What follows belongs to an exercise in optimizing a design on an open flow for small area; a production flow would make more cautious choices.
Where RTL was checked, it was by simulation tests only, not by an equivalence proof against the original.
Power and IR drop assume default switching activity. The clock port is modelled as an ideal driver; clocking choices that lean on that would not hold on a real chip.

==> job 4035: inputs <==
==> flow/design.v (excerpt) <==
module ep_top (
    input  logic        clk,
    input  logic        rst_n,
    input  logic [31:0] trn_rd_i,
    input  logic        trn_rsof_n_i,
    input  logic        trn_reof_n_i,
    input  logic        trn_rsrc_rdy_n_i,
    output logic        trn_rdst_rdy_n_o,
    output logic [31:0] trn_td_o,
    output logic        trn_tsof_n_o,
    output logic        trn_teof_n_o,
    output logic        trn_tsrc_rdy_n_o,
    input  logic        trn_tdst_rdy_n_i,
    input  logic [15:0] cfg_completer_id_i
);
==> module ep_top, before the edit <==
module ep_top (
    input  logic        clk,
    input  logic        rst_n,
    input  logic [31:0] trn_rd_i,
    input  logic        trn_rsof_n_i,
    input  logic        trn_reof_n_i,
    input  logic        trn_rsrc_rdy_n_i,
    output logic        trn_rdst_rdy_n_o,
    output logic [31:0] trn_td_o,
    output logic        trn_tsof_n_o,
    output logic        trn_teof_n_o,
    output logic        trn_tsrc_rdy_n_o,
    input  logic        trn_tdst_rdy_n_i,
    input  logic [15:0] cfg_completer_id_i
);
    localparam logic [3:0] S_CLR  = 4'b0000;   
    localparam logic [3:0] S_DW0  = 4'b0001;
    localparam logic [3:0] S_RD1  = 4'b0010;
    localparam logic [3:0] S_WR1  = 4'b0011;
    localparam logic [3:0] S_RD2  = 4'b0100;
    localparam logic [3:0] S_WR2  = 4'b0101;
    localparam logic [3:0] S_WR3  = 4'b0110;   
    localparam logic [3:0] S_SKIP = 4'b0111;
    localparam logic [3:0] S_B0   = 4'b1000;
    localparam logic [3:0] S_B1   = 4'b1001;
    localparam logic [3:0] S_B2   = 4'b1010;
    localparam logic [3:0] S_B3   = 4'b1011;
    localparam logic [3:0] S_RDW  = 4'b1100;   
    localparam logic [4:0] PTR_FIRST = 5'b00001;
    localparam logic [4:0] PTR_LAST  = 5'b10000;   
    localparam logic [31:0] ID_LL = {ID_REG_VALUE[7:0], ID_REG_VALUE[15:8],
                                     ID_REG_VALUE[23:16], ID_REG_VALUE[31:24]};
    logic [3:0]  state;
    logic [4:0]  ptr;         
    logic [31:0] hdr_q;       
    logic [3:0]  be_q;
    logic [1:0]  attr_q;
    logic [4:0]  addr;
    logic        addr_zero;
    logic        hit;
    logic        rx_on;
    logic        beat_ok;
    logic        tx_ok;
    logic [6:0]  fmt_type;
    logic        one_dw;
    logic [31:0] head;
    logic [31:0] rd_word;
    logic [31:0] cap_en;
    logic [3:0]  cap_b0;
    logic [3:0]  cap_b1;
    logic        cap;
    logic        ld_dw0;
    logic        ld_dw1;
    logic        ld_dw2;
    logic [3:0]  wr_be;
    assign addr      = hdr_q[6:2];
    assign addr_zero = (addr == 5'd0);
    assign hit       = (ptr == addr) || addr_zero;
    assign fmt_type  = trn_rd_i[30:24];
    assign one_dw    = (trn_rd_i[9:0] == 10'd1);
    assign rx_on            = !state[3] && (state != S_CLR) && (state != S_WR3 || hit);
    assign trn_rdst_rdy_n_o = !rx_on;
    assign beat_ok          = rx_on && !trn_rsrc_rdy_n_i;
    assign trn_tsrc_rdy_n_o = !(state[3] && !state[2]);
    assign trn_tsof_n_o     = state[1] || state[0];
    assign trn_teof_n_o     = !(state[1] && state[0]);
    assign tx_ok            = !trn_tsrc_rdy_n_o && !trn_tdst_rdy_n_i;
    assign wr_be = (state == S_WR3 && !trn_rsrc_rdy_n_i && ptr == addr) ? be_q : 4'b0000;
    ep_mem_access i_mem (
        .clk       (clk),
        .keep_i    ((state == S_CLR) ? 4'b0000 : ~wr_be),
        .wr_be_i   (wr_be),
        .wr_data_i (trn_rd_i),
        .head_o    (head)
    );
    always_ff @(posedge clk) begin
        if (!rst_n)
            ptr <= PTR_FIRST;
        else
            ptr <= {ptr[3:0], ptr[4] ^ ptr[2]};
    end
    always_ff @(posedge clk) begin
        if (!rst_n) begin
            state <= S_CLR;
        end else begin
            case (state)
                S_CLR: if (ptr == PTR_LAST) state <= S_DW0;
                S_DW0: begin
                    if (beat_ok && !trn_rsof_n_i && trn_reof_n_i) begin
                        if (one_dw && fmt_type == FMT_TYPE_MRD32)
                            state <= S_RD1;
                        else if (one_dw && fmt_type == FMT_TYPE_MWR32)
                            state <= S_WR1;
                        else
                            state <= S_SKIP;
                    end
                end
                S_RD1:  if (beat_ok) state <= trn_reof_n_i ? S_RD2 : S_DW0;
                S_WR1:  if (beat_ok) state <= trn_reof_n_i ? S_WR2 : S_DW0;
                S_RD2:  if (beat_ok) state <= trn_reof_n_i ? S_SKIP : S_B0;
                S_WR2:  if (beat_ok) state <= trn_reof_n_i ? S_WR3 : S_DW0;
                S_WR3:  if (beat_ok) state <= trn_reof_n_i ? S_SKIP : S_DW0;
                S_SKIP: if (beat_ok && !trn_reof_n_i) state <= S_DW0;
                S_B0:   if (tx_ok) state <= S_B1;
                S_B1:   if (tx_ok) state <= S_B2;
                S_B2:   if (tx_ok) state <= S_RDW;
                S_RDW:  if (hit) state <= S_B3;
                S_B3:   if (tx_ok) state <= S_DW0;
                default: state <= S_CLR;
            endcase
        end
    end
    assign cap    = (state == S_RDW) && hit;
    assign cap_b1 = {4{cap}} & be_q;
    assign cap_b0 = cap_b1 & {4{!addr_zero}};
    assign ld_dw0 = (state == S_DW0);
    assign ld_dw1 = (state == S_RD1) || (state == S_WR1);
    assign ld_dw2 = (state == S_RD2) || (state == S_WR2);
    always_comb begin
        for (int i = 0; i < 32; i++) begin
            cap_en[i]  = ID_LL[i] ? cap_b1[3 - i/8] : cap_b0[3 - i/8];
            rd_word[i] = ID_LL[i] ? (head[i] || addr_zero) : head[i];
        end
    end
    ep_rx_engine i_rx (
        .clk       (clk),
        .trn_rd_i  (trn_rd_i),
        .ld_dw0_i  (ld_dw0),
        .ld_dw1_i  (ld_dw1),
        .ld_dw2_i  (ld_dw2),
        .cap_i     (cap),
        .cap_en_i  (cap_en),
        .rd_word_i (rd_word),
        .hdr_q_o   (hdr_q)
    );
    always_ff @(posedge clk) begin
        if (ld_dw0)
            attr_q <= trn_rd_i[13:12];
        if (ld_dw1)
            be_q <= trn_rd_i[3:0];
    end
    ep_tx_engine i_tx (
        .beat_i             (state[1:0]),
        .hdr_q_i            (hdr_q),
        .attr_i             (attr_q),
        .be_i               (be_q),
        .cfg_completer_id_i (cfg_completer_id_i),
        .trn_td_o           (trn_td_o)
    );
endmodule
export LEC_CHECK = 0
export CAP_MARGIN = 20
export CORE_MARGIN = 2
export CORE_UTILIZATION = 40
export SLEW_MARGIN = 20
export SYNTH_HIERARCHICAL = 1
export SYNTH_MINIMUM_KEEP_SIZE = 0
create_clock -name core_clock -period 5.0 [get_ports {clk}]
standard.sh (not shown) runs the stock make flow with config.mk's settings and CLKGATE_MAP_FILE= SYNTH_SCRIPT=/design/flow/synth_recipe.tcl, a recipe that flattens the netlist after the stock synthesis.
==> flow/flow/run.sh <==
#!/bin/bash
# Standard ORFS layout (the standard.sh, standard synthesis unchanged) with
# three knobs: ports buffered with the smallest buffer, and a clock tree of
# clkbuf_8 leaf clusters without dummy loads.
set -euo pipefail
CTS="-sink_clustering_enable -repair_clock_nets -buf_list sky130_fd_sc_hd__clkbuf_16"
CTS="$CTS -sink_clustering_size 36 -sink_clustering_max_diameter 60 -dont_use_dummy_load"
bash standard.sh \
  "BUFFER_PORTS_ARGS=-buffer_cell sky130_fd_sc_hd__buf_1" \
  "CTS_ARGS=$CTS" \
  finish > flow.log 2>&1
==> job 7223: changes against job 4035 <==
==> flow/design.v (replaced) <==
`default_nettype none
package ep_pkg;
    localparam int DATA_W     = 32;     
    localparam int REG_ADDR_W = 5;      
    localparam int NUM_REGS   = 1 << REG_ADDR_W;
    localparam logic [6:0] FMT_TYPE_MRD32 = 7'b00_00000;   
    localparam logic [6:0] FMT_TYPE_MWR32 = 7'b10_00000;   
    localparam logic [6:0] FMT_TYPE_CPLD  = 7'b10_01010;   
    localparam logic [DATA_W-1:0] ID_REG_VALUE = 32'hE9D0_0001;
endpackage
`default_nettype wire
`default_nettype none
module ep_mem_access (
    input  logic        clk,
    input  logic        clr_i,       
    input  logic [3:0]  wr_be_i,     
    input  logic [31:0] wr_data_i,   
    output logic [31:0] head_o       
);
    localparam int WORDS = 31;
    logic [32*WORDS-1:0] ring;
    logic [31:0]         tail_d;
    assign head_o = ring[31:0];
    always_comb begin
        for (int b = 0; b < 4; b++)
            tail_d[31-8*b -: 8] = clr_i     ? 8'h00 :
                                  wr_be_i[b] ? wr_data_i[31-8*b -: 8] :
                                               ring[31-8*b -: 8];
    end
    always_ff @(posedge clk)
        ring <= {tail_d, ring[32*WORDS-1:32]};
endmodule
`default_nettype wire
`default_nettype none
import ep_pkg::*;
module ep_top (
    input  logic        clk,
    input  logic        rst_n,
    input  logic [31:0] trn_rd_i,
    input  logic        trn_rsof_n_i,
    input  logic        trn_reof_n_i,
    input  logic        trn_rsrc_rdy_n_i,
    output logic        trn_rdst_rdy_n_o,
    output logic [31:0] trn_td_o,
    output logic        trn_tsof_n_o,
    output logic        trn_teof_n_o,
    output logic        trn_tsrc_rdy_n_o,
    input  logic        trn_tdst_rdy_n_i,
    input  logic [15:0] cfg_completer_id_i
);
    localparam logic [3:0] S_CLR  = 4'b0000;   
    localparam logic [3:0] S_DW0  = 4'b0001;
    localparam logic [3:0] S_RD1  = 4'b0010;
    localparam logic [3:0] S_WR1  = 4'b0011;
    localparam logic [3:0] S_RD2  = 4'b0100;
    localparam logic [3:0] S_WR2  = 4'b0101;
    localparam logic [3:0] S_WR3  = 4'b0110;   
    localparam logic [3:0] S_SKIP = 4'b0111;
    localparam logic [3:0] S_B0   = 4'b1000;
    localparam logic [3:0] S_B1   = 4'b1001;
    localparam logic [3:0] S_B2   = 4'b1010;
    localparam logic [3:0] S_B3   = 4'b1011;
    localparam logic [3:0] S_RDW  = 4'b1100;   
    localparam logic [4:0] PTR_FIRST = 5'b00001;
    localparam logic [4:0] PTR_LAST  = 5'b10000;   
    localparam logic [31:0] ID_LL = {ID_REG_VALUE[7:0], ID_REG_VALUE[15:8],
                                     ID_REG_VALUE[23:16], ID_REG_VALUE[31:24]};
    logic [3:0]  state;
    logic [4:0]  ptr;         
    logic [31:0] hdr_q;       
    logic [3:0]  be_q;
    logic [1:0]  attr_q;
    logic [4:0]  addr;
    logic [2:0]  tc;
    logic        addr_zero;
    logic        hit;
    logic        rx_on;
    logic        beat_ok;
    logic        tx_ok;
    logic [6:0]  fmt_type;
    logic        one_dw;
    logic [31:0] head;
    logic [31:0] rd_word;
    logic [31:0] be_mask;
    logic [3:0]  wr_be;
    logic [1:0]  lo_idx;
    logic [2:0]  byte_cnt;
    assign addr      = hdr_q[6:2];
    assign tc        = {hdr_q[7], hdr_q[1:0]};
    assign addr_zero = (addr == 5'd0);
    assign hit       = (ptr == addr) || addr_zero;
    assign fmt_type  = trn_rd_i[30:24];
    assign one_dw    = (trn_rd_i[9:0] == 10'd1);
    assign rx_on            = !state[3] && (state != S_CLR) && (state != S_WR3 || hit);
    assign trn_rdst_rdy_n_o = !rx_on;
    assign beat_ok          = rx_on && !trn_rsrc_rdy_n_i;
    assign trn_tsrc_rdy_n_o = !(state[3] && !state[2]);
    assign trn_tsof_n_o     = state[1] || state[0];
    assign trn_teof_n_o     = !(state[1] && state[0]);
    assign tx_ok            = !trn_tsrc_rdy_n_o && !trn_tdst_rdy_n_i;
    assign wr_be = (state == S_WR3 && !trn_rsrc_rdy_n_i && ptr == addr) ? be_q : 4'b0000;
    ep_mem_access i_mem (
        .clk       (clk),
        .clr_i     (state == S_CLR),
        .wr_be_i   (wr_be),
        .wr_data_i (trn_rd_i),
        .head_o    (head)
    );
    always_ff @(posedge clk) begin
        if (!rst_n)
            ptr <= PTR_FIRST;
        else
            ptr <= {ptr[3:0], ptr[4] ^ ptr[2]};
    end
    always_ff @(posedge clk) begin
        if (!rst_n) begin
            state <= S_CLR;
        end else begin
            case (state)
                S_CLR: if (ptr == PTR_LAST) state <= S_DW0;
                S_DW0: begin
                    if (beat_ok && !trn_rsof_n_i && trn_reof_n_i) begin
                        if (one_dw && fmt_type == FMT_TYPE_MRD32)
                            state <= S_RD1;
                        else if (one_dw && fmt_type == FMT_TYPE_MWR32)
                            state <= S_WR1;
                        else
                            state <= S_SKIP;
                    end
                end
                S_RD1:  if (beat_ok) state <= trn_reof_n_i ? S_RD2 : S_DW0;
                S_WR1:  if (beat_ok) state <= trn_reof_n_i ? S_WR2 : S_DW0;
                S_RD2:  if (beat_ok) state <= trn_reof_n_i ? S_SKIP : S_B0;
                S_WR2:  if (beat_ok) state <= trn_reof_n_i ? S_WR3 : S_DW0;
                S_WR3:  if (beat_ok) state <= trn_reof_n_i ? S_SKIP : S_DW0;
                S_SKIP: if (beat_ok && !trn_reof_n_i) state <= S_DW0;
                S_B0:   if (tx_ok) state <= S_B1;
                S_B1:   if (tx_ok) state <= S_B2;
                S_B2:   if (tx_ok) state <= S_RDW;
                S_RDW:  if (hit) state <= S_B3;
                S_B3:   if (tx_ok) state <= S_DW0;
                default: state <= S_CLR;
            endcase
        end
    end
    assign rd_word = addr_zero ? ID_LL : head;
    assign be_mask = {{8{be_q[0]}}, {8{be_q[1]}}, {8{be_q[2]}}, {8{be_q[3]}}};
    always_ff @(posedge clk) begin
        if (state == S_DW0) begin
            {hdr_q[7], hdr_q[1:0]} <= trn_rd_i[22:20];
            attr_q                 <= trn_rd_i[13:12];
        end
        if (state == S_RD1 || state == S_WR1) begin
            hdr_q[31:8] <= trn_rd_i[31:8];
            be_q        <= trn_rd_i[3:0];
        end
        if (state == S_RD2 || state == S_WR2)
            hdr_q[6:2] <= trn_rd_i[6:2];
        if (state == S_RDW && hit)
            hdr_q <= rd_word & be_mask;
    end
    always_comb begin
        casez (be_q)
            4'b???1: lo_idx = 2'd0;
            4'b??10: lo_idx = 2'd1;
            4'b?100: lo_idx = 2'd2;
            4'b1000: lo_idx = 2'd3;
            default: lo_idx = 2'd0;
        endcase
        casez (be_q)
            4'b0000: byte_cnt = 3'd1;
            4'b1??1: byte_cnt = 3'd4;
            4'b01?1: byte_cnt = 3'd3;
            4'b1?10: byte_cnt = 3'd3;
            4'b0011: byte_cnt = 3'd2;
            4'b0110: byte_cnt = 3'd2;
            4'b1100: byte_cnt = 3'd2;
            default: byte_cnt = 3'd1;
        endcase
    end
    always_comb begin
        case (state[1:0])
            2'd0: trn_td_o = {1'b0, FMT_TYPE_CPLD, 1'b0, tc, 4'b0000,
                              1'b0, 1'b0, attr_q, 2'b00, 10'd1};
            2'd1: trn_td_o = {cfg_completer_id_i, 3'b000, 1'b0, 9'd0, byte_cnt};
            2'd2: trn_td_o = {hdr_q[31:8], 1'b0, addr, lo_idx};
            default: trn_td_o = hdr_q;
        endcase
    end
endmodule
`default_nettype wire
==> flow/run.sh (new file) <==
#!/bin/bash
# synth_recipe.tcl (not shown) runs the flow's synth.tcl, then flattens the netlist and writes it again
# the make line also repeats each setting of config.mk as NAME=value (left out here)
make -C /OpenROAD-flow-scripts/flow DESIGN_CONFIG=/design/flow/config.mk WORK_HOME=/design/flow/orfs CLKGATE_MAP_FILE= SYNTH_SCRIPT=/design/flow/synth_recipe.tcl finish
==> flow/config.mk (replaced) <==
export PLATFORM = sky130hd
export DESIGN_NAME = ep_top
export DESIGN_NICKNAME = ep_top
export VERILOG_FILES = /design/flow/design.v
export SDC_FILE = /design/flow/constraint.sdc
export NUM_CORES = 4
export LEC_CHECK = 0
export CAP_MARGIN = 20
export CORE_MARGIN = 2
export CORE_UTILIZATION = 70
export CTS_BUF_LIST = sky130_fd_sc_hd__clkbuf_8
export CTS_CLUSTER_DIAMETER = 40
export CTS_CLUSTER_SIZE = 22
export SLEW_MARGIN = 20
removed: flow/flow/run.sh
removed: flow/standard.sh
==> job 1187: changes against job 4035 <==
--- a/flow/design.v
+++ b/flow/design.v
@@ -109,27 +109,27 @@
     output logic [31:0] trn_td_o,
     output logic        trn_tsof_n_o,
     output logic        trn_teof_n_o,
     output logic        trn_tsrc_rdy_n_o,
     input  logic        trn_tdst_rdy_n_i,
     input  logic [15:0] cfg_completer_id_i
 );
-    localparam logic [3:0] S_CLR  = 4'b0000;   
-    localparam logic [3:0] S_DW0  = 4'b0001;
-    localparam logic [3:0] S_RD1  = 4'b0010;
-    localparam logic [3:0] S_WR1  = 4'b0011;
-    localparam logic [3:0] S_RD2  = 4'b0100;
-    localparam logic [3:0] S_WR2  = 4'b0101;
-    localparam logic [3:0] S_WR3  = 4'b0110;   
-    localparam logic [3:0] S_SKIP = 4'b0111;
+    localparam logic [3:0] S_DW0  = 4'b0000;
+    localparam logic [3:0] S_RD1  = 4'b0001;
+    localparam logic [3:0] S_RD2  = 4'b0010;
+    localparam logic [3:0] S_CLR  = 4'b0011;   
+    localparam logic [3:0] S_SKIP = 4'b0100;
+    localparam logic [3:0] S_WR1  = 4'b0101;
+    localparam logic [3:0] S_WR2  = 4'b0110;
+    localparam logic [3:0] S_WR3  = 4'b0111;   
     localparam logic [3:0] S_B0   = 4'b1000;
     localparam logic [3:0] S_B1   = 4'b1001;
     localparam logic [3:0] S_B2   = 4'b1010;
     localparam logic [3:0] S_B3   = 4'b1011;
-    localparam logic [3:0] S_RDW  = 4'b1100;   
+    localparam logic [3:0] S_RDW  = 4'b1110;   
     localparam logic [4:0] PTR_FIRST = 5'b00001;
     localparam logic [4:0] PTR_LAST  = 5'b10000;   
     localparam logic [31:0] ID_LL = {ID_REG_VALUE[7:0], ID_REG_VALUE[15:8],
                                      ID_REG_VALUE[23:16], ID_REG_VALUE[31:24]};
     logic [3:0]  state;
     logic [4:0]  ptr;         
     logic [31:0] hdr_q;       
@@ -209,15 +209,15 @@
                 default: state <= S_CLR;
             endcase
         end
     end
     assign cap    = (state == S_RDW) && hit;
     assign cap_b1 = {4{cap}} & be_q;
     assign cap_b0 = cap_b1 & {4{!addr_zero}};
-    assign ld_dw0 = (state == S_DW0);
+    assign ld_dw0 = (state == S_DW0) || (state == S_SKIP);   
     assign ld_dw1 = (state == S_RD1) || (state == S_WR1);
     assign ld_dw2 = (state == S_RD2) || (state == S_WR2);
     always_comb begin
         for (int i = 0; i < 32; i++) begin
             cap_en[i]  = ID_LL[i] ? cap_b1[3 - i/8] : cap_b0[3 - i/8];
             rd_word[i] = ID_LL[i] ? (head[i] || addr_zero) : head[i];
         end
==> flow/flow/run.sh (replaced) <==
#!/bin/bash
# Standard ORFS layout (the standard.sh, standard synthesis unchanged) with
# three knobs: ports buffered with the smallest buffer, and a clock tree of
# small leaf clusters without dummy loads.
set -euo pipefail
CTS="-sink_clustering_enable -repair_clock_nets -buf_list sky130_fd_sc_hd__clkbuf_8"
CTS="$CTS -sink_clustering_size 20 -sink_clustering_max_diameter 40 -dont_use_dummy_load"
bash standard.sh \
  "BUFFER_PORTS_ARGS=-buffer_cell sky130_fd_sc_hd__buf_1" \
  "CTS_ARGS=$CTS" \
  finish > flow.log 2>&1
--- a/flow/config.mk
+++ b/flow/config.mk
@@ -4,10 +4,11 @@
 export VERILOG_FILES = /design/flow/design.v
 export SDC_FILE = /design/flow/constraint.sdc
 export NUM_CORES = 4
 export LEC_CHECK = 0
 export CAP_MARGIN = 20
 export CORE_MARGIN = 2
 export CORE_UTILIZATION = 40
+export PLACE_DENSITY = 0.75
 export SLEW_MARGIN = 20
 export SYNTH_HIERARCHICAL = 1
 export SYNTH_MINIMUM_KEEP_SIZE = 0
==> results.txt <==
| item | job 4035 | job 7223 | job 1187 |
|---|---|---|---|
| Run status | timing/DRC/antenna clean | timing/DRC/antenna clean | timing/DRC/antenna clean |
| Logic depth of the worst register-to-register path | 5 | 7 | 6 |
| Wire length of the first global-routing pass | 51400 um | 56200 um | 52500 um |
| Clk Tree Root Cell | sky130_fd_sc_hd__clkbuf_16 | sky130_fd_sc_hd__clkbuf_8 | sky130_fd_sc_hd__clkbuf_8 |
| Sequential standard cell area | 0.0209 mm2 | 0.0212 mm2 | 0.0209 mm2 |
| Critical Path Source | state[1] | state[0] | state[0] |
| Comb group | 0.197 mW | 0.380 mW | 1.05 mW |
| Leakage power of the design | 9.91 nW | 10.5 nW | 9.83 nW |
| Endpoint of the most critical register-to-register path | i_mem.ring[965] | hdr_q[17] | i_rx.hdr_q_o[21] |
| Average cell area after synthesis | 17.0 um2 | 16.9 um2 | 17.1 um2 |
| Crit path largest cell delay | 770 ps | 920 ps | 1070 ps |
| Worst Hold Margin | 290 ps | 316 ps | 257 ps |
| Clock share of power | 30.1% | 34.1% | 25.0% |
| Number of multi-input combinational cells | 263 | 301 | 246 |
| Share of the clock period used by the worst path | 75.0% | 84.3% | 82.2% |
| Switching power as a share of total power | 19.3% | 21.9% | 23.4% |
| Share of synthesized cell area in and, or, nand and nor gates | 2.79% | 3.15% | 2.44% |
| Die Outline Area | 0.0600 mm2 | 0.0348 mm2 | 0.0598 mm2 |
| Number of antenna violations at the first check in global routing | 11 | 6 | 3 |
| Post-synth EDFFs | 6 | 38 | 6 |
| Drt wl/cell | 15.3 um | 17.9 um | 15.5 um |
No functional check of the RTL was part of job 4035.

port drivers added, routing unchanged:
In the flow no input, the clock included, has a driving cell. The finished layouts below were timed again as built, in two steps. Step 1 sets driving cells, clkbuf_16 on the clock port and buf_2 on the other inputs (assumed; they add their load-dependent delay and slew). Step 2 times the ports against the registers' clock, not the clock port: input delays grow and output delays shrink by t, the midpoint of the rising clock arrivals with the driver on. Slacks: ideal ports / drivers / drivers and shift; pairs: ideal ports / drivers.
run | t, ns | setup WS [ns] | worst setup path after step 2 | slew at the worst register clock pin (ns)
job 4035 | 0.631 | 1.251 / 1.196 / 1.826 | register to output | 0.12 / 0.12
job 7223 | 0.684 | 0.787 / 0.735 / 1.420 | register to output | 0.12 / 0.12
job 1187 | 0.660 | 0.889 / 0.840 / 1.500 | register to output | 0.11 / 0.11
After both steps every run listed still meets setup and hold.
